This design comes from an exercise in tuning for small area, a short achievable clock period and few clock cycles on the open sky130 flow, not from production work.
In this exercise RTL edits were held to simulation tests only and were not proved equivalent to the original.

--- design.v ---
`default_nettype none
package rv32_pkg;
  localparam int unsigned RegCount = 32;
  typedef enum logic [2:0] {
    ST_DONE    = 3'd0,
    ST_READ    = 3'd1,
    ST_WRITE   = 3'd2,
    ST_ECALL   = 3'd3,
    ST_ILLEGAL = 3'd4,
    ST_FAULT   = 3'd5,
    ST_STRAY   = 3'd6
  } status_e;
  typedef enum logic [2:0] {
    PK_LB  = 3'd0,
    PK_LH  = 3'd1,
    PK_LW  = 3'd2,
    PK_LBU = 3'd3,
    PK_LHU = 3'd4,
    PK_ST  = 3'd5
  } pkind_e;
  localparam logic [0:0] CMD_EXEC = 1'b0;
  localparam logic [6:0] OP_LUI    = 7'h37;
  localparam logic [6:0] OP_AUIPC  = 7'h17;
  localparam logic [6:0] OP_JAL    = 7'h6f;
  localparam logic [6:0] OP_JALR   = 7'h67;
  localparam logic [6:0] OP_BRANCH = 7'h63;
  localparam logic [6:0] OP_LOAD   = 7'h03;
  localparam logic [6:0] OP_STORE  = 7'h23;
  localparam logic [6:0] OP_IMM    = 7'h13;
  localparam logic [6:0] OP_REG    = 7'h33;
  localparam logic [6:0] OP_SYSTEM = 7'h73;
  localparam logic [31:0] INSN_ECALL = 32'h0000_0073;
  typedef enum logic [3:0] {
    AOP_ADD, AOP_SUB, AOP_SLL, AOP_SLT, AOP_SLTU, AOP_XOR,
    AOP_SRL, AOP_SRA, AOP_OR, AOP_AND, AOP_PASSB, AOP_MUL
  } aop_e;
  typedef enum logic [2:0] {
    BR_NONE, BR_EQ, BR_NE, BR_LT, BR_GE, BR_LTU, BR_GEU, BR_ALWAYS
  } br_e;
  typedef struct packed {
    logic [4:0]  rs1;
    logic [4:0]  rs2;
    logic [4:0]  rd;
    logic        wr_en;
    logic        b_imm;       
    logic        a_pc;        
    logic [31:0] imm;
    aop_e        aop;
    logic [2:0]  mfunc;       
    logic        is_div;
    br_e         br;
    logic        jalr;        
    logic        link;        
    logic        load;
    logic        store;
    pkind_e      lkind;
    logic [2:0]  size;
    status_e     st;
    logic        comp;
  } dec_t;
  typedef enum logic [2:0] {
    S_IDLE, S_EXEC, S_MUL, S_DIV, S_DIVFIX, S_OUT
  } state_e;
  typedef struct packed {
    logic take_in;
    logic exec;
    logic mul_go;
    logic div_start;
    logic div_step;
    logic finish;
  } cmd_t;
  typedef struct packed {
    logic is_resp;
    logic is_mul;
    logic is_div;
    logic div_last;
  } sts_t;
  function automatic logic [31:0] sx12(input logic [11:0] v);
    sx12 = {{20{v[11]}}, v};
  endfunction
endpackage
`default_nettype wire
`default_nettype none
import rv32_pkg::*;
module rv32_decode (
  input  logic [31:0]       insn_i,
  output rv32_pkg::dec_t    dec_o
);
  logic [6:0]  op;
  logic [2:0]  f3, cf3;
  logic [6:0]  f7;
  logic [4:0]  crd, rs2c, p1, p2;
  logic [31:0] ci, jo, bo, wo, i4, i16, ilui, lwsp, swsp;
  always_comb begin
    op = insn_i[6:0];
    f3 = insn_i[14:12];
    f7 = insn_i[31:25];
    cf3 = insn_i[15:13];
    crd = insn_i[11:7];
    rs2c = insn_i[6:2];
    p1 = {2'b01, insn_i[9:7]};
    p2 = {2'b01, insn_i[4:2]};
    ci = {{26{insn_i[12]}}, insn_i[12], insn_i[6:2]};
    jo = {{21{insn_i[12]}}, insn_i[8], insn_i[10:9], insn_i[6], insn_i[7], insn_i[2],
          insn_i[11], insn_i[5:3], 1'b0};
    bo = {{24{insn_i[12]}}, insn_i[6:5], insn_i[2], insn_i[11:10], insn_i[4:3], 1'b0};
    wo = {25'd0, insn_i[5], insn_i[12:10], insn_i[6], 2'b00};
    i4 = {22'd0, insn_i[10:7], insn_i[12:11], insn_i[5], insn_i[6], 2'b00};
    i16 = {{23{insn_i[12]}}, insn_i[4:3], insn_i[5], insn_i[2], insn_i[6], 4'd0};
    ilui = {{15{insn_i[12]}}, insn_i[6:2], 12'd0};
    lwsp = {24'd0, insn_i[3:2], insn_i[12], insn_i[6:4], 2'b00};
    swsp = {24'd0, insn_i[8:7], insn_i[12:9], 2'b00};
    dec_o = '0;
    dec_o.aop = AOP_ADD;
    dec_o.br = BR_NONE;
    dec_o.lkind = PK_LB;
    dec_o.st = ST_DONE;
    if (insn_i[1:0] == 2'b11) begin
      dec_o.rs1 = insn_i[19:15];
      dec_o.rs2 = insn_i[24:20];
      dec_o.rd = insn_i[11:7];
      dec_o.imm = {{20{insn_i[31]}}, insn_i[31:20]};
      case (op)
        OP_LUI: begin
          dec_o.wr_en = 1'b1; dec_o.b_imm = 1'b1; dec_o.aop = AOP_PASSB;
          dec_o.imm = {insn_i[31:12], 12'd0};
        end
        OP_AUIPC: begin
          dec_o.wr_en = 1'b1; dec_o.b_imm = 1'b1; dec_o.a_pc = 1'b1;
          dec_o.imm = {insn_i[31:12], 12'd0};
        end
        OP_JAL: begin
          dec_o.link = 1'b1; dec_o.br = BR_ALWAYS;
          dec_o.imm = {{12{insn_i[31]}}, insn_i[19:12], insn_i[20], insn_i[30:21], 1'b0};
        end
        OP_JALR: begin
          if (f3 != 3'd0) dec_o.st = ST_ILLEGAL;
          else begin
            dec_o.link = 1'b1; dec_o.jalr = 1'b1;
          end
        end
        OP_BRANCH: begin
          dec_o.imm = {{20{insn_i[31]}}, insn_i[7], insn_i[30:25], insn_i[11:8], 1'b0};
          case (f3)
            3'd0: dec_o.br = BR_EQ;
            3'd1: dec_o.br = BR_NE;
            3'd4: dec_o.br = BR_LT;
            3'd5: dec_o.br = BR_GE;
            3'd6: dec_o.br = BR_LTU;
            3'd7: dec_o.br = BR_GEU;
            default: dec_o.st = ST_ILLEGAL;
          endcase
        end
        OP_LOAD: begin
          case (f3)
            3'd0: begin dec_o.lkind = PK_LB; dec_o.size = 3'd1; end
            3'd1: begin dec_o.lkind = PK_LH; dec_o.size = 3'd2; end
            3'd2: begin dec_o.lkind = PK_LW; dec_o.size = 3'd4; end
            3'd4: begin dec_o.lkind = PK_LBU; dec_o.size = 3'd1; end
            3'd5: begin dec_o.lkind = PK_LHU; dec_o.size = 3'd2; end
            default: dec_o.st = ST_ILLEGAL;
          endcase
          dec_o.load = (dec_o.st == ST_DONE);
          dec_o.b_imm = 1'b1;
        end
        OP_STORE: begin
          dec_o.imm = {{20{insn_i[31]}}, insn_i[31:25], insn_i[11:7]};
          dec_o.b_imm = 1'b1;
          case (f3)
            3'd0: dec_o.size = 3'd1;
            3'd1: dec_o.size = 3'd2;
            3'd2: dec_o.size = 3'd4;
            default: dec_o.st = ST_ILLEGAL;
          endcase
          dec_o.store = (dec_o.st == ST_DONE);
        end
        OP_IMM: begin
          dec_o.b_imm = 1'b1;
          if ((f3 == 3'd1 && f7 != 7'd0) ||
              (f3 == 3'd5 && f7 != 7'd0 && f7 != 7'h20)) dec_o.st = ST_ILLEGAL;
          else begin
            dec_o.wr_en = 1'b1;
            case (f3)
              3'd0: dec_o.aop = AOP_ADD;
              3'd1: dec_o.aop = AOP_SLL;
              3'd2: dec_o.aop = AOP_SLT;
              3'd3: dec_o.aop = AOP_SLTU;
              3'd4: dec_o.aop = AOP_XOR;
              3'd5: dec_o.aop = f7[5] ? AOP_SRA : AOP_SRL;
              3'd6: dec_o.aop = AOP_OR;
              default: dec_o.aop = AOP_AND;
            endcase
          end
        end
        OP_REG: begin
          dec_o.mfunc = f3;
          if (f7 == 7'h01) begin
            dec_o.wr_en = 1'b1;
            dec_o.aop = AOP_MUL;
            dec_o.is_div = f3[2];
          end else if (f7 == 7'd0 || (f7 == 7'h20 && (f3 == 3'd0 || f3 == 3'd5))) begin
            dec_o.wr_en = 1'b1;
            case (f3)
              3'd0: dec_o.aop = f7[5] ? AOP_SUB : AOP_ADD;
              3'd1: dec_o.aop = AOP_SLL;
              3'd2: dec_o.aop = AOP_SLT;
              3'd3: dec_o.aop = AOP_SLTU;
              3'd4: dec_o.aop = AOP_XOR;
              3'd5: dec_o.aop = f7[5] ? AOP_SRA : AOP_SRL;
              3'd6: dec_o.aop = AOP_OR;
              default: dec_o.aop = AOP_AND;
            endcase
          end else dec_o.st = ST_ILLEGAL;
        end
        OP_SYSTEM: dec_o.st = (insn_i == INSN_ECALL) ? ST_ECALL : ST_ILLEGAL;
        default: dec_o.st = ST_ILLEGAL;
      endcase
    end else begin
      dec_o.comp = 1'b1;
      case (insn_i[1:0])
        2'b00: begin
          case (cf3)
            3'd0: begin
              dec_o.rs1 = 5'd2; dec_o.rd = p2; dec_o.imm = i4; dec_o.b_imm = 1'b1;
              if (i4 == 32'd0) dec_o.st = ST_ILLEGAL; else dec_o.wr_en = 1'b1;
            end
            3'd2: begin
              dec_o.rs1 = p1; dec_o.rd = p2; dec_o.imm = wo; dec_o.b_imm = 1'b1;
              dec_o.load = 1'b1; dec_o.lkind = PK_LW; dec_o.size = 3'd4;
            end
            3'd6: begin
              dec_o.rs1 = p1; dec_o.rs2 = p2; dec_o.imm = wo; dec_o.b_imm = 1'b1;
              dec_o.store = 1'b1; dec_o.size = 3'd4;
            end
            default: dec_o.st = ST_ILLEGAL;
          endcase
        end
        2'b01: begin
          case (cf3)
            3'd0: begin
              dec_o.rs1 = crd; dec_o.rd = crd; dec_o.imm = ci; dec_o.b_imm = 1'b1;
              dec_o.wr_en = 1'b1;
            end
            3'd1: begin
              dec_o.rd = 5'd1; dec_o.link = 1'b1; dec_o.br = BR_ALWAYS; dec_o.imm = jo;
            end
            3'd2: begin
              dec_o.rd = crd; dec_o.imm = ci; dec_o.b_imm = 1'b1; dec_o.aop = AOP_PASSB;
              dec_o.wr_en = 1'b1;
            end
            3'd3: begin
              if (crd == 5'd2) begin
                dec_o.rs1 = 5'd2; dec_o.rd = 5'd2; dec_o.imm = i16; dec_o.b_imm = 1'b1;
                if (i16 == 32'd0) dec_o.st = ST_ILLEGAL; else dec_o.wr_en = 1'b1;
              end else begin
                dec_o.rd = crd; dec_o.imm = ilui; dec_o.b_imm = 1'b1;
                dec_o.aop = AOP_PASSB;
                if (ilui == 32'd0) dec_o.st = ST_ILLEGAL; else dec_o.wr_en = 1'b1;
              end
            end
            3'd4: begin
              dec_o.rs1 = p1; dec_o.rd = p1; dec_o.rs2 = p2;
              case (insn_i[11:10])
                2'd0, 2'd1: begin
                  dec_o.imm = {27'd0, rs2c}; dec_o.b_imm = 1'b1;
                  dec_o.aop = insn_i[10] ? AOP_SRA : AOP_SRL;
                  if (insn_i[12]) dec_o.st = ST_ILLEGAL; else dec_o.wr_en = 1'b1;
                end
                2'd2: begin
                  dec_o.imm = ci; dec_o.b_imm = 1'b1; dec_o.aop = AOP_AND;
                  dec_o.wr_en = 1'b1;
                end
                default: begin
                  case (insn_i[6:5])
                    2'd0: dec_o.aop = AOP_SUB;
                    2'd1: dec_o.aop = AOP_XOR;
                    2'd2: dec_o.aop = AOP_OR;
                    default: dec_o.aop = AOP_AND;
                  endcase
                  if (insn_i[12]) dec_o.st = ST_ILLEGAL; else dec_o.wr_en = 1'b1;
                end
              endcase
            end
            3'd5: begin dec_o.br = BR_ALWAYS; dec_o.imm = jo; end
            3'd6: begin dec_o.rs1 = p1; dec_o.br = BR_EQ; dec_o.imm = bo; end
            default: begin dec_o.rs1 = p1; dec_o.br = BR_NE; dec_o.imm = bo; end
          endcase
        end
        default: begin
          case (cf3)
            3'd0: begin
              dec_o.rs1 = crd; dec_o.rd = crd; dec_o.imm = {27'd0, rs2c};
              dec_o.b_imm = 1'b1; dec_o.aop = AOP_SLL;
              if (crd == 5'd0 || insn_i[12]) dec_o.st = ST_ILLEGAL;
              else dec_o.wr_en = 1'b1;
            end
            3'd2: begin
              dec_o.rs1 = 5'd2; dec_o.rd = crd; dec_o.imm = lwsp; dec_o.b_imm = 1'b1;
              dec_o.lkind = PK_LW; dec_o.size = 3'd4;
              if (crd == 5'd0) dec_o.st = ST_ILLEGAL; else dec_o.load = 1'b1;
            end
            3'd4: begin
              dec_o.rs1 = crd; dec_o.rs2 = rs2c;
              if (rs2c != 5'd0) begin
                dec_o.rd = crd; dec_o.wr_en = 1'b1;
                if (!insn_i[12]) begin
                  dec_o.rs1 = 5'd0;   
                end
              end else if (crd == 5'd0) dec_o.st = ST_ILLEGAL;
              else begin
                dec_o.jalr = 1'b1;
                if (insn_i[12]) begin
                  dec_o.link = 1'b1; dec_o.rd = 5'd1;
                end
              end
            end
            3'd6: begin
              dec_o.rs1 = 5'd2; dec_o.rs2 = rs2c; dec_o.imm = swsp; dec_o.b_imm = 1'b1;
              dec_o.store = 1'b1; dec_o.size = 3'd4;
            end
            default: dec_o.st = ST_ILLEGAL;
          endcase
        end
      endcase
    end
  end
endmodule
`default_nettype wire
`default_nettype none
import rv32_pkg::*;
module rv32_datapath (
  input  logic        clk_i,
  input  logic        rst_ni,
  input  logic        i_valid_i,
  input  logic        i_cmd_i,
  input  logic [31:0] i_data_i,
  input  logic        i_ok_i,
  input  logic [4:0]  i_rs1_i,
  input  logic [4:0]  i_rs2_i,
  output logic        i_adv_o,
  output logic        out_valid_o,
  input  logic        out_ready_i,
  output logic [2:0]  status_o,
  output logic [31:0] access_address_o,
  output logic [2:0]  access_size_o,
  output logic [31:0] write_data_o,
  output logic [31:0] next_pc_o
);
  logic [31:0] rf_q [1:31];
  logic [31:0] rfv_q;
  logic        ex_we;           
  logic [4:0]  ex_wa;
  logic [31:0] ex_wd;
  logic        go;              
  rv32_pkg::dec_t dec;
  rv32_decode u_dec (.insn_i(i_data_i), .dec_o(dec));
  logic [31:0] sel1, sel2;
  logic [31:0] r1, r2, v1, v2, w1, w2;
  logic        e1, e2;
  always_comb begin
    for (int r = 0; r < 32; r++) begin
      sel1[r] = (i_rs1_i == 5'(r)) && rfv_q[r];
      sel2[r] = (i_rs2_i == 5'(r)) && rfv_q[r];
    end
    r1 = '0;
    r2 = '0;
    for (int r = 1; r < 32; r++) begin
      r1 = r1 | ({32{sel1[r]}} & rf_q[r]);
      r2 = r2 | ({32{sel2[r]}} & rf_q[r]);
    end
    e1 = ex_we && ex_wa == i_rs1_i;
    e2 = ex_we && ex_wa == i_rs2_i;
    w1 = (md_wr && mrd_q == i_rs1_i) ? md_res : r1;
    w2 = (md_wr && mrd_q == i_rs2_i) ? md_res : r2;
    v1 = e1 ? ex_wd : w1;
    v2 = e2 ? ex_wd : w2;
  end
  logic        vd_q;
  logic        d_resp, d_ok;
  logic [31:0] d_a, d_b, d_x;
  logic [4:0]  d_rd;
  logic        d_wr;            
  logic        d_md, d_div;     
  logic [2:0]  d_mf;
  logic        d_sub;
  logic [3:0]  d_aop;
  logic [2:0]  d_br;
  logic        d_jalr, d_link, d_apc, d_comp;
  logic        d_mem, d_store, d_load;
  rv32_pkg::pkind_e d_lkind;
  logic [2:0]  d_size;
  logic [2:0]  d_st;
  logic        bsel, xst;
  logic [31:0] bw, xw, sw, se;
  always_comb begin
    bsel = dec.b_imm || dec.jalr;
    xst = !i_cmd_i && dec.store;
    case (dec.size)
      3'd1:    begin sw = {24'd0, w2[7:0]};  se = {24'd0, ex_wd[7:0]};  end
      3'd2:    begin sw = {16'd0, w2[15:0]}; se = {16'd0, ex_wd[15:0]}; end
      default: begin sw = w2;                se = ex_wd;                end
    endcase
    bw = bsel ? dec.imm : w2;
    xw = i_cmd_i ? i_data_i : (dec.store ? sw : dec.imm);
  end
  logic d_en, hold, md_pend, d_mdp;
  function automatic logic hits(input logic [4:0] r, input rv32_pkg::dec_t d);
    hits = r != 5'd0 && (i_rs1_i == r || i_rs2_i == r || d.rd == r);
  endfunction
  always_comb begin
    md_pend = ms_q != M_IDLE && !(ms_q == M_FIN && (md_wr || mrd_q == 5'd0));
    d_mdp = vd_q && d_md;
    hold = !i_cmd_i && (((md_pend || d_mdp) && dec.wr_en && dec.aop == AOP_MUL) ||
                        (md_pend && hits(mrd_q, dec)) || (d_mdp && hits(d_rd, dec)));
  end
  assign d_en = !vd_q || go;
  assign i_adv_o = d_en && !hold;
  always_ff @(posedge clk_i or negedge rst_ni) begin
    if (!rst_ni) vd_q <= 1'b0;
    else if (d_en) vd_q <= i_valid_i && !hold;
  end
  always_ff @(posedge clk_i) begin
    if (d_en) begin
      d_resp  <= i_cmd_i;
      d_ok    <= i_ok_i;
      d_a     <= v1;
      d_b     <= (e2 && !bsel) ? ex_wd : bw;
      d_x     <= (e2 && xst) ? se : xw;
      d_rd    <= dec.rd;
      d_wr    <= !i_cmd_i && (dec.link || (dec.wr_en && dec.aop != AOP_MUL)) && dec.rd != 5'd0;
      d_md    <= !i_cmd_i && dec.wr_en && dec.aop == AOP_MUL;
      d_div   <= dec.is_div;
      d_mf    <= dec.mfunc;
      d_sub   <= dec.aop == AOP_SUB || dec.aop == AOP_SLT || dec.aop == AOP_SLTU ||
                 (dec.br != BR_NONE && dec.br != BR_ALWAYS);
      d_aop   <= dec.aop;
      d_br    <= dec.br;
      d_jalr  <= dec.jalr;
      d_link  <= dec.link;
      d_apc   <= dec.a_pc;
      d_comp  <= dec.comp;
      d_mem   <= dec.st == ST_DONE && (dec.load || dec.store);
      d_store <= dec.store;
      d_load  <= dec.load;
      d_lkind <= dec.lkind;
      d_size  <= dec.size;
      d_st    <= dec.st != ST_DONE ? dec.st : dec.load ? ST_READ : dec.store ? ST_WRITE : ST_DONE;
    end
  end
  logic [31:0] pc_q;
  logic        pend_q;
  logic [4:0]  pdest_q;
  rv32_pkg::pkind_e pkind_q;
  logic [32:0] addr_sum;
  logic [31:0] sum;
  logic        ltu, lt, eq;
  assign addr_sum = {1'b0, d_a} + {1'b0, d_b ^ {32{d_sub}}} + {32'd0, d_sub};
  assign sum = addr_sum[31:0];
  assign ltu = !addr_sum[32];
  assign lt = (d_a[31] != d_b[31]) ? d_a[31] : sum[31];
  assign eq = d_a == d_b;
  logic        shl;
  logic [31:0] sh_in, sh_r, sh_out;
  logic [32:0] sh_ext;
  always_comb begin
    shl = d_aop == AOP_SLL;
    for (int i = 0; i < 32; i++) sh_in[i] = shl ? d_a[31 - i] : d_a[i];
    sh_ext = {d_aop == AOP_SRA && d_a[31], sh_in};
    sh_r = 32'($signed(sh_ext) >>> d_b[4:0]);
    for (int i = 0; i < 32; i++) sh_out[i] = shl ? sh_r[31 - i] : sh_r[i];
  end
  logic [31:0] alu_r;
  always_comb begin
    case (d_aop)
      AOP_SLL, AOP_SRL, AOP_SRA: alu_r = sh_out;
      AOP_SLT:   alu_r = {31'd0, lt};
      AOP_SLTU:  alu_r = {31'd0, ltu};
      AOP_XOR:   alu_r = d_a ^ d_b;
      AOP_OR:    alu_r = d_a | d_b;
      AOP_AND:   alu_r = d_a & d_b;
      AOP_PASSB: alu_r = d_b;
      default:   alu_r = sum;
    endcase
  end
  logic [31:0] tgt, pc_inc, pc_nx;
  logic        take;
  assign tgt = pc_q + d_x;
  assign pc_inc = pc_q + (d_comp ? 32'd2 : 32'd4);
  always_comb begin
    case (d_br)
      BR_EQ:     take = eq;
      BR_NE:     take = !eq;
      BR_LT:     take = lt;
      BR_GE:     take = !lt;
      BR_LTU:    take = ltu;
      BR_GEU:    take = !ltu;
      BR_ALWAYS: take = 1'b1;
      default:   take = 1'b0;
    endcase
    if (d_resp) pc_nx = pc_q;
    else if (d_jalr) pc_nx = {sum[31:1], 1'b0};
    else if (take) pc_nx = tgt;
    else pc_nx = pc_inc;
  end
  logic [31:0] ldv;
  always_comb begin
    case (pkind_q)
      PK_LB:   ldv = {{24{d_x[7]}}, d_x[7:0]};
      PK_LH:   ldv = {{16{d_x[15]}}, d_x[15:0]};
      PK_LBU:  ldv = {24'd0, d_x[7:0]};
      PK_LHU:  ldv = {16'd0, d_x[15:0]};
      default: ldv = d_x;
    endcase
  end
    localparam logic [2:0] M_IDLE = 3'd0, M_MUL = 3'd1, M_NORM = 3'd2, M_DIV = 3'd3,
                         M_FIN = 3'd4, M_NEG = 3'd5, M_CLZ = 3'd6;
  logic [2:0]  ms_q;
  logic [4:0]  mc_q;           
  logic [32:0] p_hi;
  logic [31:0] p_lo;
  logic [32:0] dv_q;           
  logic        qneg_q, rneg_q, bz_q, mdiv_q;
  logic [2:0]  mmf_q;
  logic [4:0]  mrd_q;
  logic [31:0] md_res;
  logic        md_wr, md_start;
  logic [33:0] mc_c;           
  logic        mci_q;          
  logic        msa_q, msb_q;   
  logic [41:0] ops [13];
  logic [41:0] l1 [8];
  logic [41:0] l2 [6];
  logic [41:0] l3 [4];
  logic [41:0] l4s, l4c, l5s, l5c;
  logic [8:0]  mlow;
  logic        mlast;
  logic [32:0] mres;
  function automatic logic [83:0] csa(input logic [41:0] x, input logic [41:0] y,
                                      input logic [41:0] z);
    csa = {x ^ y ^ z, ((x & y) | (x & z) | (y & z)) << 1};
  endfunction
  always_comb begin
    mlast = mc_q == 5'd3;
    for (int j = 0; j < 8; j++) ops[j] = p_lo[j] ? (42'(dv_q[31:0]) << j) : '0;
    ops[8] = {8'd0, p_hi};
    ops[9] = {8'd0, mc_c};
    ops[10] = msa_q ? {2'd0, ~p_lo[7:0], 32'd0} : '0;
    ops[11] = (mlast && msb_q) ? {2'd0, ~dv_q[31:0], 8'd0} : '0;
    ops[12] = mlast ? 42'({msa_q && msb_q, msa_q ^ msb_q}) << 8 : '0;
    for (int k = 0; k < 4; k++) {l1[2*k], l1[2*k+1]} = csa(ops[3*k], ops[3*k+1], ops[3*k+2]);
    for (int k = 0; k < 2; k++) {l2[2*k], l2[2*k+1]} = csa(l1[3*k], l1[3*k+1], l1[3*k+2]);
    {l2[4], l2[5]} = csa(l1[6], l1[7], ops[12]);
    {l3[0], l3[1]} = csa(l2[0], l2[1], l2[2]);
    {l3[2], l3[3]} = csa(l2[3], l2[4], l2[5]);
    {l4s, l4c} = csa(l3[0], l3[1], l3[2]);
    {l5s, l5c} = csa(l4s, l4c, l3[3]);
    mlow = {1'b0, l5s[7:0]} + {1'b0, l5c[7:0]} + {8'd0, mci_q};
    mres = 33'(p_hi) + 33'(mc_c) + {32'd0, mci_q};
  end
  logic [5:0]  lzr, lzd;
  logic signed [6:0] kdiff;
  logic [32:0] dtrial;
  logic [31:0] asmear;
  logic        dlt;
  logic [31:0] amag, bmag;
  always_comb begin
    lzr = 6'd32;
    for (int i = 0; i < 32; i++) if (p_hi[i]) lzr = 6'(31 - i);
    lzd = 6'd32;
    for (int i = 0; i < 32; i++) if (dv_q[i]) lzd = 6'(31 - i);
    kdiff = $signed({1'b0, lzd}) - $signed({1'b0, lzr});
    dtrial = {1'b0, p_hi[31:0]} - {1'b0, dv_q[31:0]};
    for (int i = 0; i < 32; i++) asmear[i] = |(p_hi[31:0] >> i);
    dlt = |(dv_q[31:0] & ~asmear);
    amag = (!mmf_q[0] && p_hi[31]) ? -p_hi[31:0] : p_hi[31:0];
    bmag = (!mmf_q[0] && dv_q[31]) ? -dv_q[31:0] : dv_q[31:0];
  end
  logic [2:0] md_first;
  assign md_first = !dec.is_div ? M_MUL :
                    (!dec.mfunc[0] && (v1[31] || v2[31])) ? M_NEG : M_CLZ;
  assign md_start = d_en && i_valid_i && !hold && !i_cmd_i && dec.wr_en && dec.aop == AOP_MUL;
  always_ff @(posedge clk_i or negedge rst_ni) begin
    if (!rst_ni) begin
      ms_q <= M_IDLE;
    end else begin
      case (ms_q)
        M_IDLE:  if (md_start) ms_q <= md_first;
        M_NEG:   ms_q <= M_CLZ;
        M_CLZ:   ms_q <= (dv_q[31:0] == 32'd0 || dlt) ? M_FIN : M_NORM;
        M_MUL:   if (mlast) ms_q <= M_FIN;
        M_NORM:  ms_q <= M_DIV;
        M_DIV:   if (mc_q == 5'd0) ms_q <= M_FIN;
        M_FIN:   if (md_start) ms_q <= md_first;
                 else if (md_wr || mrd_q == 5'd0) ms_q <= M_IDLE;
        default: ms_q <= M_IDLE;
      endcase
    end
  end
  always_ff @(posedge clk_i) begin
    if (md_start) begin
      mc_q <= '0;
      mc_c <= '0;
      mci_q <= 1'b0;
      msa_q <= (dec.mfunc == 3'd1 || dec.mfunc == 3'd2) && v1[31];
      msb_q <= dec.mfunc == 3'd1 && v2[31];
      mdiv_q <= dec.is_div;
      mmf_q <= dec.mfunc;
      mrd_q <= dec.rd;
      p_hi <= {1'b0, dec.is_div ? v1 : 32'd0};
      p_lo <= dec.is_div ? 32'd0 : v2;
      dv_q <= {1'b0, dec.is_div ? v2 : v1};
      qneg_q <= !dec.mfunc[0] && (v1[31] ^ v2[31]);
      rneg_q <= !dec.mfunc[0] && v1[31];
    end else case (ms_q)
      M_NEG: begin
        p_hi <= {1'b0, amag};
        dv_q <= {1'b0, bmag};
      end
      M_MUL: begin
        mc_q <= mc_q + 5'd1;
        p_hi <= l5s[40:8];
        mc_c <= l5c[41:8];
        mci_q <= mlow[8];
        p_lo <= {mlow[7:0], p_lo[31:8]};
      end
      M_CLZ: begin
        mc_q <= kdiff[4:0];
        bz_q <= dv_q[31:0] == 32'd0;
      end
      M_NORM: dv_q <= {1'b0, dv_q[31:0] << mc_q};
      M_DIV: begin
        mc_q <= mc_q - 5'd1;
        if (!dtrial[32]) p_hi <= {1'b0, dtrial[31:0]};
        p_lo <= {p_lo[30:0], !dtrial[32]};
        dv_q <= {2'b0, dv_q[31:1]};
      end
      default: ;
    endcase
  end
  always_comb begin
    if (!mdiv_q) md_res = (mmf_q == 3'd0) ? p_lo : mres[31:0];
    else if (mmf_q[1]) md_res = rneg_q ? -p_hi[31:0] : p_hi[31:0];
    else if (bz_q) md_res = 32'hffff_ffff;
    else md_res = qneg_q ? -p_lo : p_lo;
  end
  logic vo_q;
  logic resp_wr;
  assign resp_wr = pend_q && d_ok && pkind_q != PK_ST && pdest_q != 5'd0;
  assign go = vd_q && (!vo_q || out_ready_i);
  assign md_wr = ms_q == M_FIN && mrd_q != 5'd0 && !ex_we;
  always_comb begin
    if (d_resp) begin
      ex_we = resp_wr;
      ex_wa = pdest_q;
      ex_wd = ldv;
    end else begin
      ex_we = d_wr;
      ex_wa = d_rd;
      if (d_link) ex_wd = pc_inc;
      else if (d_apc) ex_wd = tgt;
      else ex_wd = alu_r;
    end
    ex_we = ex_we && vd_q;
  end
  logic [31:0] rf_wd;
  assign rf_wd = md_wr ? md_res : ex_wd;
  always_ff @(posedge clk_i) begin
    for (int r = 1; r < 32; r++)
      if ((go && ex_we && ex_wa == 5'(r)) || (md_wr && mrd_q == 5'(r))) rf_q[r] <= rf_wd;
  end
  always_ff @(posedge clk_i or negedge rst_ni) begin
    if (!rst_ni) begin
      rfv_q <= '0;
      pc_q <= '0;
      pend_q <= 1'b0;
      pdest_q <= '0;
      pkind_q <= PK_LB;
      vo_q <= 1'b0;
    end else begin
      for (int r = 1; r < 32; r++)
        if ((go && ex_we && ex_wa == 5'(r)) || (md_wr && mrd_q == 5'(r))) rfv_q[r] <= 1'b1;
      if (go) begin
        pc_q <= pc_nx;
        if (d_resp) pend_q <= 1'b0;
        else begin
          pend_q <= d_mem;
          pdest_q <= d_load ? d_rd : 5'd0;
          pkind_q <= d_load ? d_lkind : PK_ST;
        end
      end
      if (go) vo_q <= 1'b1;
      else if (out_ready_i) vo_q <= 1'b0;
    end
  end
  logic [2:0]  o_st, o_sz;
  logic [31:0] o_ad, o_wd, o_pc;
  always_ff @(posedge clk_i) begin
    if (go) begin
      if (d_resp) begin
        o_st <= !pend_q ? ST_STRAY : (!d_ok ? ST_FAULT : ST_DONE);
        o_ad <= '0; o_sz <= '0; o_wd <= '0;
      end else begin
        o_st <= d_st;
        o_ad <= d_mem ? sum : 32'd0;
        o_sz <= d_mem ? d_size : 3'd0;
        o_wd <= (d_mem && d_store) ? d_x : 32'd0;
      end
      o_pc <= pc_nx;
    end
  end
  assign out_valid_o = vo_q;
  assign status_o = o_st;
  assign access_address_o = o_ad;
  assign access_size_o = o_sz;
  assign write_data_o = o_wd;
  assign next_pc_o = o_pc;
endmodule
`default_nettype wire
`default_nettype none
import rv32_pkg::*;
module rv32_ctrl (
  input  logic        clk_i,
  input  logic        rst_ni,
  input  logic        in_valid_i,
  output logic        in_ready_o,
  input  logic        cmd_i,
  input  logic [31:0] instruction_i,
  input  logic [31:0] read_data_i,
  input  logic        access_ok_i,
  output logic        i_valid_o,
  output logic        i_cmd_o,
  output logic [31:0] i_data_o,
  output logic        i_ok_o,
  output logic [4:0]  i_rs1_o,     
  output logic [4:0]  i_rs2_o,
  input  logic        i_adv_i      
);
  logic        vi_q, vs_q;
  logic        ic_q, sc_q, io_q, so_q;
  logic [31:0] id_q, sd_q;
  logic        accept, take;
  logic [31:0] nd, hd;
  logic [4:0]  r1_q, r2_q;
  rv32_pkg::dec_t hdec;
  assign hd = vs_q ? sd_q : nd;
  rv32_decode u_pdec (.insn_i(hd), .dec_o(hdec));
  assign in_ready_o = !vs_q;
  assign accept = in_valid_i && !vs_q;
  assign nd = cmd_i ? read_data_i : instruction_i;
  assign take = !vi_q || i_adv_i;
  always_ff @(posedge clk_i or negedge rst_ni) begin
    if (!rst_ni) begin
      vi_q <= 1'b0;
      vs_q <= 1'b0;
    end else begin
      if (take) begin
        vi_q <= vs_q || accept;
        vs_q <= 1'b0;
      end else if (accept) begin
        vs_q <= 1'b1;
      end
    end
  end
  always_ff @(posedge clk_i) begin
    if (take) begin
      r1_q <= hdec.rs1;
      r2_q <= hdec.rs2;
      if (vs_q) begin
        ic_q <= sc_q; id_q <= sd_q; io_q <= so_q;
      end else begin
        ic_q <= cmd_i; id_q <= nd; io_q <= access_ok_i;
      end
    end
    if (!vs_q) begin
      sc_q <= cmd_i; sd_q <= nd; so_q <= access_ok_i;
    end
  end
  assign i_valid_o = vi_q;
  assign i_cmd_o = ic_q;
  assign i_data_o = id_q;
  assign i_ok_o = io_q;
  assign i_rs1_o = r1_q;
  assign i_rs2_o = r2_q;
endmodule
`default_nettype wire
`default_nettype none
import rv32_pkg::*;
module rv32imc_instruction_execute (
  input  logic        clk_i,
  input  logic        rst_ni,
  input  logic        in_valid_i,
  output logic        in_ready_o,
  input  logic        cmd_i,
  input  logic [31:0] instruction_i,
  input  logic [31:0] read_data_i,
  input  logic        access_ok_i,
  output logic        out_valid_o,
  input  logic        out_ready_i,
  output logic [2:0]  status_o,
  output logic [31:0] access_address_o,
  output logic [2:0]  access_size_o,
  output logic [31:0] write_data_o,
  output logic [31:0] next_pc_o
);
  logic        i_valid, i_cmd, i_ok, i_adv;
  logic [31:0] i_data;
  logic [4:0]  i_rs1, i_rs2;
  rv32_ctrl u_ctrl (
    .clk_i, .rst_ni, .in_valid_i, .in_ready_o, .cmd_i, .instruction_i,
    .read_data_i, .access_ok_i, .i_valid_o(i_valid), .i_cmd_o(i_cmd),
    .i_data_o(i_data), .i_ok_o(i_ok), .i_rs1_o(i_rs1), .i_rs2_o(i_rs2),
    .i_adv_i(i_adv)
  );
  rv32_datapath u_dp (
    .clk_i, .rst_ni, .i_valid_i(i_valid), .i_cmd_i(i_cmd), .i_data_i(i_data),
    .i_ok_i(i_ok), .i_rs1_i(i_rs1), .i_rs2_i(i_rs2), .i_adv_o(i_adv), .out_valid_o, .out_ready_i, .status_o,
    .access_address_o, .access_size_o, .write_data_o, .next_pc_o
  );
endmodule
`default_nettype wire
--- flow/run.sh ---
#!/bin/bash
set -euo pipefail
bash standard.sh SETUP_SLACK_MARGIN=8.5 finish > std_flow.log 2>&1
--- standard.sh ---
#!/bin/bash
# synth_recipe.tcl (not shown) runs the flow's synth.tcl, then flattens the netlist and writes it again
# the make line also repeats each setting of config.mk as NAME=value (left out here)
make -C /OpenROAD-flow-scripts/flow DESIGN_CONFIG=/design/flow/config.mk WORK_HOME=/design/flow/orfs CLKGATE_MAP_FILE= SYNTH_SCRIPT=/design/flow/synth_recipe.tcl "${@:-finish}"
--- config.mk ---
export PLATFORM = sky130hd
export DESIGN_NAME = rv32imc_instruction_execute
export DESIGN_NICKNAME = rv32imc_instruction_execute
export VERILOG_FILES = /design/flow/design.v
export SDC_FILE = /design/flow/constraint.sdc
export NUM_CORES = 4
export LEC_CHECK = 0
export ABC_AREA = 1
export CAP_MARGIN = 20
export CORE_MARGIN = 2
export CORE_UTILIZATION = 45
export PLACE_DENSITY = 0.6
export SLEW_MARGIN = 20
export TNS_END_PERCENT = 100
--- constraint.sdc ---
create_clock -name core_clock -period 13.0 [get_ports {clk_i}]
set_input_delay 2.6000 -clock core_clock [delete_from_list [all_inputs] [get_ports {clk_i}]]
set_output_delay 2.6000 -clock core_clock [all_outputs]
set_load 0.01 [all_outputs]
==> results of run 1 <==
==> layout make-up <==
cell class | instances | area, um^2 | share of cell area [%]
antenna | 35 | 87.6 | 0.0737
clock buffer | 207 | 4440 | 3.74
clock inverter | 109 | 1370 | 1.15
inverter | 1746 | 6690 | 5.62
multi-input combinational | 7985 | 50300 | 42.3
sequential | 1531 | 44800 | 37.7
tap | 2975 | 3720 | 3.13
timing repair buffer | 735 | 7400 | 6.22
timing repair inverter | 4 | 25.0 | 0.0210
==> timing repair <==
item | 4_1_cts | 5_1_grt
gates resized for setup | 388 | 441
gates cloned | 19 | 5
setup endpoints to repair | 2162 | 1506
setup buffers | 106 | 115
pin swaps | 83 | 148
==> registers in the layout, indices dropped and copies added (netlist names), 4 cells and up <==
signal,count
u_ctrl.id_q,32
u_ctrl.r1_q,5
u_ctrl.r2_q,5
u_ctrl.sd_q,32
u_dp.d_a,32
u_dp.d_aop,4
u_dp.d_b,32
u_dp.d_rd,5
u_dp.d_x,32
u_dp.dv_q,32
u_dp.mc_c,34
u_dp.mc_q,5
u_dp.mrd_q,5
u_dp.o_ad,32
u_dp.o_pc,32
u_dp.o_wd,32
u_dp.p_hi,33
u_dp.p_lo,32
u_dp.pc_q,32
u_dp.pdest_q,5
u_dp.rf_q,992
u_dp.rfv_q,31
==> final timing paths <==
path | start | end | slack (ns) | cells after the start
max | u_ctrl.r2_q[1]$_DFFE_PN_ | u_dp.dv_q[6]$_DFFE_PP_ | 8.22 | 15
min | u_ctrl.io_q$_DFFE_PN_ | u_dp.d_ok$_DFFE_PP_ | 0.44 | 0
max reg2reg | u_ctrl.r2_q[1]$_DFFE_PN_ | u_dp.dv_q[6]$_DFFE_PP_ | 8.22 | 15
min reg2reg | u_ctrl.io_q$_DFFE_PN_ | u_dp.d_ok$_DFFE_PP_ | 0.44 | 0
max in group asynchronous | rst_ni | u_ctrl.vs_q$_DFFE_PN0P_ | 9.93 | 2
min in group asynchronous | rst_ni | u_dp.rfv_q[16]$_DFFE_PN0P_ | 1.71 | 1
==> critical path, cell delays in order, from the launching register on <==
cell and delay [ns]:
edfxtp_1 0.50, buf_4 0.20, nand2_1 0.11, nor2_1 0.12
nand3_1 0.10, buf_4 0.34, clkinv_1 0.11, buf_4 0.30
a221oi_1 0.36, o211ai_1 0.54, a221oi_2 0.51, nand4_1 0.48
nand3_2 0.31, nand2_1 0.29, nand2_1 0.14, nand3_1 0.07
==> cell usage in the layout (no fill, tap or decap), types with 167 or more instances in the layout <==
| master | n |
|---|---|
| buf_4 | 406 |
| fa_1 | 278 |
| o211ai_1 | 199 |
| clkdlybuf4s50_1 | 167 |
| nor2_1 | 714 |
| clkbuf_16 | 174 |
| edfxtp_1 | 1377 |
| inv_1 | 1646 |
| o22ai_1 | 170 |
| nand2_1 | 2536 |
| a21oi_1 | 447 |
| ha_1 | 294 |
| o21ai_0 | 853 |
| a221oi_1 | 209 |
| nand3_1 | 633 |
==> stage by stage <==
stage               setup WS [ns]  area (um^2)
finish                       8.22       119000
global route                 8.26       119000
CTS                          8.34       116000
detailed placement           6.39       107000
global placement             6.31       107000
floorplan                    7.34       101000
==> cells by family (layout without fill, tap and decap cells) <==
group / count (synthesis) / after routing
AOI/OAI and AO/OA: 2606 / 2613
xor gates and xnor gates: 185 / 185
adders and majority gates: 604 / 604
buffers and inverters: 2290 / 2801
DFF: 1531 / 1531
muxes: 32 / 32
other: 0 / 35
and+or+nand+nor: 4548 / 4551
==> routing by layer <==
metal | GRT usage, % | wire length (um) | up-vias
li1 | - | - | 41400
met1 | 58.6 | 194000 | 49200
met2 | 67.7 | 227000 | 8607
met3 | 13.3 | 73300 | 2369
met4 | 36.1 | 55700 | 22
met5 | 0 | 152 | -
==> metrics.md, run 1 <==
| Metric | Value |
|---|---|
| Outcome | `complete, no violations` |
| Critical-path maximum fanout | `24` |
| Vias in the first global route | `94200` |
| Nets | `12800` |
| I/O pin cnt | `~170` |
| Synthesized flop and latch total | `about 1500` |
| Most used flip-flop cell after synthesis | `edfxtp_1` |
| CP required | `~14 ns` |
| Routability Congestion | `1.09` |
| Area delta synth->final | `18.3%` |
| Synth area leader | `edfxtp_1` |
| Drt first pass iters | `10` |
| Finished Layout Cells | `about 15000` |
| Setup TNS | `0 ns` |
| Unrepaired setup endpoints after global routing | `true` |
| Detailed router's first-iteration violation count | `around 17000` |
| Post-Synthesis Cell Area | `101000 um^2` |
| Layout Utilization | `53.5%` |
| Post-CTS Hold Buffers | `0` |
| DR vias | `102000` |
| Max Cap Viol | `0` |
| Syn Inst Count | `11800` |
| Critical path capture point type | `flip-flop` |
| Vias per inst | `6.63` |
| YS warnings | `8` |
| Layout filler cell count | `20600` |
| CTS tree | `yes` |
| GRT Resource Usage Total | `46.6%` |
| H-tree depth | `4` |
| Sequential-to-total area share from yosys stat | `44.6%` |
| Top cell type's share of synthesized area | `41.1%` |
| DRC | `0` |
| Die ar. | `about 230000 um^2` |
| Site Rows | `173` |
| Initial Util | `a little under half` |
| Chip Width | `between 400 and 500 um` |
| Slew @ Worst Pin | `1.23 ns` |
| Clock tree buffer depth | `3` |
| Area share of fa/ha/maj cells after synthesis | `9.70%` |
| Final setup viols | `0` |
| Largest family of logic cells by synthesized area | `simple AND/OR/NAND/NOR gates` |
| WS Path Type | `reg2reg` |
| Core area | `between 200000 and 250000 um^2` |
| Root Driver | `clkbuf_16` |
| Clock Sinks | `around 1500` |
| Synth async-reset ratio | `between 5 and 6%` |
| Arr. time, crit path | `~5.4 ns` |
| Synth Area per Inst | `8.52 um^2` |
| Yosys cell types | `76` |
| Overflow after GRT | `0` |
| XOR/XNOR share of the synthesized area | `1.61%` |
| Routed Antenna Nets | `0` |
| Final Cycle Share | `36.8%` |
| Compound-cell area share of the yosys netlist | `around 16%` |
| Most common cell in the netlist | `nand2_1` |
| Final Hold Fails | `0` |
| Drt wl/cell | `35.9 um` |
| Synth area leaders | `edfxtp_1 41%, nand2_1 9.9%, inv_1 6.3%` |
| Max-slew violations | `0` |
| Hpwl dp | `388 mm` |
| Simple-gate share of the synthesized area | `19.0%` |
| Fraction of layout cells with a size suffix above 1 | `between 10% and 20%` |
| Post-synthesis mux area share | `less than 1%` |
| Skew-Pair Late Insertion Delay | `0.92 ns` |
| Largest net degree at the start of global routing | `91` |
| Hold Crit Class | `reg2reg` |
| Max Freq | `209 MHz` |
| Clock Skew | `0.113 ns` |
| Crit start category | `flip-flop` |
| Max_slew headroom | `between 10% and 20%` |
| Placed insts | `14700` |
| Final min period | `4.78 ns` |
| First-pass GRT wire length | `746 mm` |
| EDFF count, synth | `1377` |
| Most instantiated cells after synthesis | `2643 x nand2_1, 1697 x inv_1, 1377 x edfxtp_1` |
| Clock slew at reported path FFs | `0.06 ns` |
| Die H | `477 um` |
| Initial antenna violation count | `36` |
| I/O Buffers | `between 150 and 200` |
| Net count after synthesis | `12500` |
| Min Hold Slack | `0.436 ns` |
| TritonCTS Buffers | `171` |
| WL final | `550 mm` |
Testbench counts, summed over its fixed seeds: cycles 27,994.
==> run 2: changes to the inputs <==
--- a/config.mk
+++ b/config.mk
@@ -5,7 +5,7 @@
 export SDC_FILE = /design/flow/constraint.sdc
 export NUM_CORES = 4
 export LEC_CHECK = 0
-export ABC_AREA = 1
+export ABC_CLOCK_PERIOD_IN_PS = 4000
 export CAP_MARGIN = 20
 export CORE_MARGIN = 2
 export CORE_UTILIZATION = 45
==> metrics.md, run 2 <==
| Metric | Value |
|---|---|
| Outcome | `complete, no violations` |
| Most common cell in the netlist | `edfxtp_1` |
| Routability Congestion | `1.06` |
| Layout filler cell count | `between 15000 and 20000` |
| Post-Synthesis Cell Area | `99600 um^2` |
| Most instantiated cells after synthesis | `1377 x edfxtp_1, 1051 x nand2_1, 845 x a22oi_1` |
| WS Path Type | `reg2reg` |
| First-pass GRT wire length | `715 mm` |
| Synth async-reset ratio | `5.16%` |
| Max_slew headroom | `19.6%` |
| Synthesized flop and latch total | `between 1500 and 2000` |
| I/O pin cnt | `roughly 170` |
| Initial antenna violation count | `26` |
| Final setup viols | `0` |
| Top cell type's share of synthesized area | `41.5%` |
| Max Freq | `205 MHz` |
| TritonCTS Buffers | `between 150 and 200` |
| Detailed router's first-iteration violation count | `19400` |
| Skew-Pair Late Insertion Delay | `0.86 ns` |
| Fraction of layout cells with a size suffix above 1 | `17.9%` |
| Post-CTS Hold Buffers | `0` |
| Synth Area per Inst | `approximately 10 um^2` |
| Hold Crit Class | `reg2reg` |
| Sequential-to-total area share from yosys stat | `45.0%` |
| Routed Antenna Nets | `0` |
| Vias in the first global route | `slightly below 90000` |
| Site Rows | `about 170` |
| CTS tree | `yes` |
| Biggest register | `u_dp.rf_q` |
| Max Cap Viol | `0` |
| I/O Buffers | `173` |
| Net count after synthesis | `10400` |
| Clock slew at reported path FFs | `about 0.07 ns` |
| Root Driver | `clkbuf_16` |
| Setup TNS | `0 ns` |
| Drt wl/cell | `~41 um` |
| Synth area leaders | `edfxtp_1 42%, a22oi_1 6.4%, fa_1 5.9%` |
| Clock tree buffer depth | `3` |
| Multi-input gate area | `54300 um^2` |
| Overflow after GRT | `0` |
| Arr. time, crit path | `approximately 5.5 ns` |
| Die H | `474 um` |
| Core area | `220000 um^2` |
| Critical path capture point type | `flip-flop` |
| Most used flip-flop cell after synthesis | `edfxtp_1` |
| Die ar. | `between 200000 and 250000 um^2` |
| YS warnings | `8` |
| DRC | `0` |
| Area delta synth->final | `19.7%` |
| Hpwl dp | `346 mm` |
| Final Cycle Share | `37.5%` |
| Clock Sinks | `1531` |
| Slew @ Worst Pin | `between 1 and 1.5 ns` |
| EDFF count, synth | `between 1000 and 1500` |
| Most frequent cells in the layout | `1377 x edfxtp_1, 1016 x nand2_1, 840 x a22oi_1` |
| Top Registers | `u_dp.rf_q (992), u_dp.mc_c (34), u_dp.p_hi (33)` |
| Largest net degree at the start of global routing | `slightly above 80` |
| Drt first pass iters | `13` |
| Final min period | `4.87 ns` |
| Max reg flops | `992` |
| Min Hold Slack | `0.442 ns` |
| Unrepaired setup endpoints after global routing | `true` |
| Crit start category | `flip-flop` |
| Initial Util | `approximately 45%` |
| Synth area leader | `edfxtp_1` |
| Most common cell after layout, fill and taps aside | `edfxtp_1` |
| H-tree depth | `4` |
| Chip Width | `474 um` |
| GRT Resource Usage Total | `45.3%` |
| DR vias | `96700` |
| Nets | `around 11000` |
| Clock Skew | `slightly above 0.06 ns` |
| WL final | `533 mm` |
| Seq. cell area | `44800 um^2` |
| Critical-path maximum fanout | `4` |
| Max-slew violations | `0` |
| Syn Inst Count | `about 9700` |
| Yosys cell types | `103` |
| Final Hold Fails | `0` |
| Vias per inst | `7.36` |
| CP required | `13.61 ns` |
[run 2: path summary, 6_finish.rpt]
check / startpoint / end / slack (ns) / depth (start not counted)
worst max register to register: u_dp.p_lo[0]$_DFFE_PP_ / u_dp.p_lo[31]$_DFFE_PP_ / 8.13 / 20
max in group asynchronous: rst_ni / u_dp.ms_q[1]$_DFFE_PN0P_ / 9.82 / 2
worst max-delay path: u_dp.p_lo[0]$_DFFE_PP_ / u_dp.p_lo[31]$_DFFE_PP_ / 8.13 / 20
worst min-delay path: u_ctrl.io_q$_DFFE_PN_ / u_dp.d_ok$_DFFE_PP_ / 0.44 / 0
min in group asynchronous: rst_ni / u_dp.rfv_q[15]$_DFFE_PN0P_ / 1.73 / 1
worst min register to register: u_ctrl.io_q$_DFFE_PN_ / u_dp.d_ok$_DFFE_PP_ / 0.44 / 0
[run 2: cell type report]
type | instances | share of cell area (%)
well taps | 2958 | 3.11
diodes | 23 | 0.0483
inverters | 526 | 1.74
repair buffers | 865 | 7.09
clock inverters | 102 | 1.10
repair inverters | 5 | 0.0325
clock buffers | 204 | 3.70
multi-input cells | 6924 | 45.6
flip-flops and latches | 1531 | 37.6
[run 2: what timing repair did]
action                                  4_1_cts  5_1_grt
cloned                                       19       20
resized for setup                           460      379
setup buffers                               156      180
endpoints found under the setup margin     2415     1315
pin swaps                                    94      138
hold endpoints to repair                      0        0
[run 2: critical path, cell delays in order (launching register included)]
cell,delay [ns]
edfxtp_1,0.55
inv_2,0.16
buf_12,0.13
nor2_4,0.04
fa_1,0.55
fa_1,0.42
inv_1,0.08
fa_2,0.47
fa_1,0.54
inv_2,0.05
ha_4,0.27
ha_4,0.21
nor2b_4,0.12
o21ai_2,0.13
nand2_2,0.10
a21oi_2,0.16
o21bai_2,0.09
xnor2_2,0.29
nor2_1,0.07
a21oi_1,0.15
o22ai_1,0.10
[run 2: cells by family (layout without fill, tap and decap cells)]
logic type	Yosys count	count (layout)	synth area share [%]
mux	322	322	4.25
fa+ha+maj	604	604	9.79
xor+xnor	291	291	2.56
compound gates	2789	2800	19.7
flops	1531	1531	45.0
buf+inv	1249	1702	4.76
other cells	0	23	0
simple gates	2903	2907	13.9
[run 2: routing by layer]
| metal | GRT usage, % | vias to the layer above | part of all wire [%] |
|---|---|---|---|
| met3 | 17.9 | 2972 | 16 |
| met2 | 63.9 | 9533 | 40 |
| met1 | 55.8 | 46700 | 34 |
| li1 | - | 37400 | - |
| met5 | 0 | - | 0.069 |
| met4 | 33.5 | 30 | 10 |
[run 2: through the flow]
stage          setup slack [ns]  utilization (%)  cells  cell area [um^2]
6_report                   8.13             54.2  13100            119000
5_1_grt                    8.00             54.2  13100            119000
2_1_floorplan              5.08                -   9689            101000
3_3_place_gp               5.96             48.2  12400            106000
4_1_cts                    8.06             52.5  12900            116000
3_5_place_dp               5.96             48.2  12400            106000
==> run 3: changes to the inputs <==
--- a/design.v
+++ b/design.v
@@ -405,7 +405,10 @@
   end
   logic d_en, hold, md_pend, d_mdp;
   function automatic logic hits(input logic [4:0] r, input rv32_pkg::dec_t d);
-    hits = r != 5'd0 && (i_rs1_i == r || i_rs2_i == r || d.rd == r);
+    hits = r != 5'd0 &&
+           ((i_rs1_i == r && !(d.aop == AOP_PASSB || d.a_pc || d.br == BR_ALWAYS)) ||
+            (i_rs2_i == r && ((!d.b_imm && !d.jalr) || d.store)) ||
+            (d.rd == r && (d.wr_en || d.link || d.load)));
   endfunction
   always_comb begin
     md_pend = ms_q != M_IDLE && !(ms_q == M_FIN && (md_wr || mrd_q == 5'd0));
--- a/config.mk
+++ b/config.mk
@@ -5,7 +5,7 @@
 export SDC_FILE = /design/flow/constraint.sdc
 export NUM_CORES = 4
 export LEC_CHECK = 0
-export ABC_CLOCK_PERIOD_IN_PS = 4000
+export ABC_AREA = 1
 export CAP_MARGIN = 20
 export CORE_MARGIN = 2
 export CORE_UTILIZATION = 45
==> metrics.md, run 3 <==
| Metric | Value |
|---|---|
| Yosys cell types | `74` |
| Clock Skew | `roughly 0.13 ns` |
| YS warnings | `8` |
| Vias per inst | `6.57` |
| Synth async-reset ratio | `around 5.2%` |
| Post-CTS Hold Buffers | `0` |
| Outcome | `complete, no violations` |
| Nets | `12900` |
| Top cell type's share of synthesized area | `between 40% and 50%` |
| Drt first pass iters | `8` |
| CTS tree | `yes` |
| Synth Area per Inst | `roughly 8.5 um^2` |
| Max Freq | `206 MHz` |
| Slowest cell on crit path | `o311ai_1` |
| Largest net degree at the start of global routing | `80` |
| WL final | `between 500 and 600 mm` |
| Critical path capture point type | `flip-flop` |
| Max_slew headroom | `16.0%` |
| Net count after synthesis | `12400` |
| Most common cell in the netlist | `nand2_1` |
| Critical-path maximum fanout | `13` |
| EDFF count, synth | `around 1400` |
| Max reg flops | `992` |
| Synth area leader | `edfxtp_1` |
| Initial Util | `45.2%` |
| Post-Synthesis Cell Area | `approximately 100000 um^2` |
| Most common cell after layout, fill and taps aside | `nand2_1` |
| Vias in the first global route | `92800` |
| First-pass GRT wire length | `737 mm` |
| Arr. time, crit path | `approximately 5.5 ns` |
| Area delta synth->final | `19.0%` |
| Biggest register | `u_dp.rf_q` |
| Most frequent cells in the layout | `2649 x nand2_1, 1596 x inv_1, 1377 x edfxtp_1` |
| Clock tree buffer depth | `3` |
| Sequential-to-total area share from yosys stat | `roughly 45%` |
| Most instantiated cells after synthesis | `2759 x nand2_1, 1647 x inv_1, 1377 x edfxtp_1` |
| GRT Resource Usage Total | `a little under half` |
| Chip Width | `476 um` |
| GRT met3 Usage | `15.9%` |
| DR vias | `101000` |
| Core area | `222000 um^2` |
| Slew @ Worst Pin | `about 1.2 ns` |
| Critical path cell sequence | `buf_4, buf_4, nand3_1, buf_4, inv_2, buf_4, nand2_1, o211ai_1, a221oi_2, o2111ai_2, o311ai_1, nand2_2, nand2_1, nand3_1` |
| Synth area leaders | `edfxtp_1 41%, nand2_1 10%, inv_1 6.2%` |
| Clock slew at reported path FFs | `about 0.060 ns` |
| TritonCTS Buffers | `165` |
| Skew-Pair Late Insertion Delay | `0.92 ns` |
| Overflow after GRT | `0` |
| Site Rows | `173` |
| I/O Buffers | `173` |
| GR Layer Usage met1 | `slightly below 60%` |
| Initial antenna violation count | `33` |
| Busiest grt layer | `met2` |
| Final Cycle Share | `37.3%` |
| Setup TNS | `0 ns` |
| Clock Sinks | `1531` |
| Final min period | `about 4.9 ns` |
| Hold Crit Class | `reg2reg` |
| DRC | `0` |
| Layout filler cell count | `20300` |
| Routed Antenna Nets | `0` |
| CP most frequent cell | `buf_4` |
| WS Path Type | `reg2reg` |
| H-tree depth | `4` |
| Die ar. | `227000 um^2` |
| CP max stage delay | `roughly 0.68 ns` |
| Root Driver | `clkbuf_16` |
| Die H | `476 um` |
| Drt wl/cell | `between 30 and 40 um` |
| Synthesized flop and latch total | `approximately 1500` |
| Crit start category | `flip-flop` |
| Routability Congestion | `1.06` |
| Most used flip-flop cell after synthesis | `edfxtp_1` |
| CP required | `13.62 ns` |
| Max-slew violations | `0` |
| I/O pin cnt | `roughly 170` |
| Final setup viols | `0` |
| GR met2 Demand/Resource | `67.2%` |
| Fraction of layout cells with a size suffix above 1 | `13.4%` |
| Top Registers | `u_dp.rf_q (992), u_dp.mc_c (34), u_dp.p_hi (33)` |
| Max Cap Viol | `0` |
| Multi-input gate area | `50400 um^2` |
| Unrepaired setup endpoints after global routing | `true` |
| Final Hold Fails | `0` |
| Detailed router's first-iteration violation count | `17400` |
| Seq. cell area | `44800 um^2` |
| Syn Inst Count | `11700` |
| Min Hold Slack | `0.426 ns` |
| Hpwl dp | `between 300 and 400 mm` |
run 3: metrics by stage:
stage / instances / util (%) / worst slack, ns / cell area, um^2
2_1_floorplan: 11700 / - / 7.22 / 101000
3_3_place_gp: 14700 / 48.0 / 6.19 / 107000
3_5_place_dp: 14700 / 48.1 / 6.18 / 107000
4_1_cts: 15200 / 52.3 / 8.32 / 116000
5_1_grt: 15300 / 53.7 / 8.20 / 119000
6_report: 15400 / 53.8 / 8.15 / 119000
run 3: cell type report:
type                            instances  area share, %
Clock inverter                        109           1.25
Timing Repair Buffer                  803           6.59
Clock buffer                          200           3.64
Timing Repair inverter                  1        0.00419
Inverter                             1703           5.48
Antenna cell                           26         0.0545
Tap cell                             2975           3.12
Multi-Input combinational cell       8006           42.3
Sequential cell                      1531           37.6
run 3: metal layers:
layer	wire, um	share of wire (%)
met5	156	0.029
met4	49700	9.1
met3	77500	14
met2	225000	41
met1	194000	36
run 3: kinds of logic (layout without fill, tap and decap cells):
family	after synthesis	count (layout)	share of synthesized area, %
simple gates	4547	4550	18.9
compound gates	2629	2641	16.3
buf+inv	2226	2816	8.47
flops	1531	1531	44.7
fa+ha+maj	605	605	9.74
xor+xnor	180	180	1.57
mux	30	30	0.300
other cells	0	26	0
run 3: path summary, 6_finish.rpt:
path	start	end	slack (ns)	cells after the start
min in group asynchronous	rst_ni	u_dp.pdest_q[4]$_DFFE_PN0P_	1.72	1
max in group asynchronous	rst_ni	u_ctrl.vs_q$_DFFE_PN0P_	10.09	2
max	u_ctrl.r1_q[4]$_DFFE_PN_	u_dp.dv_q[0]$_DFFE_PP_	8.15	14
min	u_ctrl.io_q$_DFFE_PN_	u_dp.d_ok$_DFFE_PP_	0.43	0
max reg2reg	u_ctrl.r1_q[4]$_DFFE_PN_	u_dp.dv_q[0]$_DFFE_PP_	8.15	14
min reg2reg	u_ctrl.io_q$_DFFE_PN_	u_dp.d_ok$_DFFE_PP_	0.43	0
run 3: what timing repair did:
action	4_1_cts	5_1_grt
setup endpoints to repair	2615	1761
pin swaps	51	118
gates resized for setup	486	421
gates cloned	21	15
buffers inserted	157	143
run 3: worst max-delay path: cells and delay by family, from the launching register on:
family	cells	cell delay [ns]
AO/OA/AOI/OAI	4	1.88
buffers and inverters	5	1.44
flip-flops	1	0.51
AND/OR/NAND/NOR	5	0.75
Testbench counts of run 3, summed over its fixed seeds: cycles 27,686.
==> run 4: changes to the inputs <==
==> run.sh (new file) <==
#!/bin/bash
# synth_recipe.tcl (not shown) runs the flow's synth.tcl, then flattens the netlist and writes it again
# the make line also repeats each setting of config.mk as NAME=value (left out here)
make -C /OpenROAD-flow-scripts/flow DESIGN_CONFIG=/design/flow/config.mk WORK_HOME=/design/flow/orfs CLKGATE_MAP_FILE= SYNTH_SCRIPT=/design/flow/synth_recipe.tcl finish
--- a/config.mk
+++ b/config.mk
@@ -10,5 +10,6 @@
 export CORE_MARGIN = 2
 export CORE_UTILIZATION = 45
 export PLACE_DENSITY = 0.6
+export SETUP_SLACK_MARGIN = 5
 export SLEW_MARGIN = 20
 export TNS_END_PERCENT = 100
removed: flow/run.sh
removed: standard.sh
==> metrics.md, run 4 <==
| Metric | Value |
|---|---|
| Outcome | `complete, no violations` |
| Max-slew violations | `0` |
| Design area | `roughly 110000 um^2` |
| Most common cell in the netlist | `nand2_1` |
| Synthesized flop and latch total | `1531` |
| Core area | `222000 um^2` |
| Hold Crit Class | `reg2reg` |
| Clock tree buffer depth | `3` |
| Clock slew at reported path FFs | `about 0.07 ns` |
| Largest family of logic cells by synthesized area | `simple AND/OR/NAND/NOR gates` |
| Clock Skew | `0.108 ns` |
| YS warnings | `8` |
| Vias per inst | `6.47` |
| DR vias | `97400` |
| Yosys cell types | `74` |
| Top Registers | `u_dp.rf_q (992), u_dp.mc_c (34), u_dp.p_hi (33)` |
| Critical-path maximum fanout | `75` |
| Synth area leader | `edfxtp_1` |
| Most common cell after layout, fill and taps aside | `nand2_1` |
| Die H | `about 480 um` |
| Root Driver | `clkbuf_16` |
| Arr. time, crit path | `6.96 ns` |
| Most frequent cells in the layout | `2756 x nand2_1, 1640 x inv_1, 1377 x edfxtp_1` |
| Nets | `between 10000 and 15000` |
| First-pass GRT wire length | `705 mm` |
| Max_slew headroom | `8.71%` |
| Post-CTS setup buffer count | `0` |
| Top cell type's share of synthesized area | `41.2%` |
| CTS tree | `yes` |
| Max Freq | `155 MHz` |
| Final setup viols | `0` |
| Most used flip-flop cell after synthesis | `edfxtp_1` |
| Biggest register | `u_dp.rf_q` |
| I/O pin cnt | `~170` |
| Final Cycle Share | `49.8%` |
| EDFF count, synth | `1377` |
| Clock Sinks | `1531` |
| Vias in the first global route | `90700` |
| Compound-cell area share of the yosys netlist | `16.3%` |
| DRC | `0` |
| Setup TNS | `0 ns` |
| Fraction of layout cells with a size suffix above 1 | `7.01%` |
| Hpwl dp | `383 mm` |
| Detailed router's first-iteration violation count | `15800` |
| H-tree depth | `4` |
| Synth area leaders | `edfxtp_1 41%, nand2_1 10%, inv_1 6.2%` |
| Overflow after GRT | `0` |
| Min Hold Slack | `about 0.44 ns` |
| Area share of fa/ha/maj cells after synthesis | `9.74%` |
| Net count after synthesis | `around 12000` |
| Drt wl/cell | `34.1 um` |
| Skew-Pair Late Insertion Delay | `0.91 ns` |
| WL final | `513 mm` |
| Final min period | `6.47 ns` |
| XOR/XNOR share of the synthesized area | `between 1.5 and 2%` |
| Layout filler cell count | `roughly 21000` |
| Routed Antenna Nets | `0` |
| Area delta synth->final | `12.1%` |
| Most instantiated cells after synthesis | `2759 x nand2_1, 1647 x inv_1, 1377 x edfxtp_1` |
| Syn Inst Count | `11700` |
| Site Rows | `173` |
| Critical path capture point type | `flip-flop` |
| Initial antenna violation count | `40` |
| Drt first pass iters | `7` |
| Max Cap Viol | `0` |
| TritonCTS Buffers | `about 170` |
| Synth async-reset ratio | `5.16%` |
| Largest net degree at the start of global routing | `85` |
| Cell Area, Placed | `107000 um^2` |
| Synth Area per Inst | `8.53 um^2` |
| I/O Buffers | `between 150 and 200` |
| Post-Synthesis Cell Area | `approximately 100000 um^2` |
| Max reg flops | `992` |
| Simple-gate share of the synthesized area | `18.9%` |
| Post-CTS Hold Buffers | `0` |
| Unrepaired setup endpoints after global routing | `false` |
| CTS resizes | `0` |
| Slew @ Worst Pin | `roughly 1.4 ns` |
| Routability Congestion | `1.10` |
| Die ar. | `~230000 um^2` |
| CP required | `13.49 ns` |
| Initial Util | `45.2%` |
| Sequential-to-total area share from yosys stat | `44.7%` |
| Crit start category | `flip-flop` |
| WS Path Type | `reg2reg` |
| GRT Resource Usage Total | `44.2%` |
| Final Hold Fails | `0` |
| Chip Width | `roughly 480 um` |
| Post-synthesis mux area share | `less than 1%` |
-- run 4: worst max-delay path: stages (launching register included) --
cell and delay, ns:
dfrtp_1 0.50, inv_1 0.18, nor2_1 0.78, nand2_1 0.49
inv_1 0.33, nor2_1 0.30, a21oi_1 0.90, nor2_1 0.10
nand2_1 0.12, nand3_1 0.14, nand2_1 0.16, nand3_4 0.44
buf_4 0.62, nand2_1 0.52, buf_4 0.39
-- run 4: path summary, 6_finish.rpt --
kind	startpoint	end	slack [ns]	cells after the start
worst max-delay path	u_dp.ms_q[2]$_DFFE_PN0P_	u_dp.dv_q[17]$_DFFE_PP_	6.53	14
worst min-delay path	u_ctrl.io_q$_DFFE_PN_	u_dp.d_ok$_DFFE_PP_	0.44	0
worst max register to register	u_dp.ms_q[2]$_DFFE_PN0P_	u_dp.dv_q[17]$_DFFE_PP_	6.53	14
worst min register to register	u_ctrl.io_q$_DFFE_PN_	u_dp.d_ok$_DFFE_PP_	0.44	0
max in group asynchronous	rst_ni	u_dp.pc_q[30]$_DFFE_PN0P_	10.11	2
min in group asynchronous	rst_ni	u_dp.rfv_q[9]$_DFFE_PN0P_	1.77	1
-- run 4: area by class of cell --
cell class	instances	area [um^2]	share of cell area (%)
multi-input combinational	7991	47600	42.3
clock buffer	204	4340	3.86
clock inverter	99	1150	1.02
timing repair buffer	521	4340	3.86
tap	2975	3720	3.31
antenna	23	57.6	0.0512
sequential	1531	44800	39.9
inverter	1703	6400	5.69
-- run 4: routing by layer --
metal  part of all wire (%)  wire [um]  GRT usage, %  vias up
met5                  0.057        292             0        -
met4                    7.8      39900          27.9       40
met3                     12      62900          12.0     1884
met2                     43     218000          65.3     7487
met1                     37     191000          57.3    47200
li1                       -          -             -    40800
-- run 4: cells by family (layout without fill, tap and decap cells) --
family                     count (synthesis)  after routing
muxes                                     30             30
DFF                                     1531           1531
and+or+nand+nor                         4547           4547
buffers and inverters                   2226           2527
AOI/OAI and AO/OA                       2629           2629
adders and majority gates                605            605
xor gates and xnor gates                 180            180
other                                      0             23
-- run 4: metrics by stage --
step	util (%)	worst slack (ns)	instances
finish	50.7	6.53	15000
global route	50.6	6.52	15000
CTS	50.6	6.84	15000
detailed placement	48.2	6.39	14700
global placement	48.1	6.37	14700
floorplan	-	5.73	11700

## what the ideal ports hide
Ports are ideal in the flow. The routed layouts listed here were re-timed in OpenROAD.
Step 1 sets driving cells, clkbuf_16 on the clock port and buf_2 on the other inputs (assumed; they add their load-dependent delay and slew).
Step 2, shift: input delay + t, output delay - t, t = (earliest + latest rising clock arrival at the registers) / 2. This alone moves slack from input paths to output paths.
Slacks: ideal ports / drivers / drivers and shift; pairs: ideal ports / drivers.
run | t, ns | slack for setup (ns) | slew at the worst register clock pin (ns)
run 1 | 0.966 | 8.219 / 8.219 / 7.652 | 0.07 / 0.07
run 2 | 0.928 | 8.129 / 8.129 / 7.642 | 0.08 / 0.08
run 3 | 0.960 | 8.146 / 8.146 / 7.676 | 0.07 / 0.07
run 4 | 0.950 | 6.529 / 6.529 / 6.240 | 0.07 / 0.07
After both steps every run listed still meets setup and hold. For run 1, which loses most, drivers alone change the setup slack by 0.000 ns; drivers and shift together by -0.567 ns.
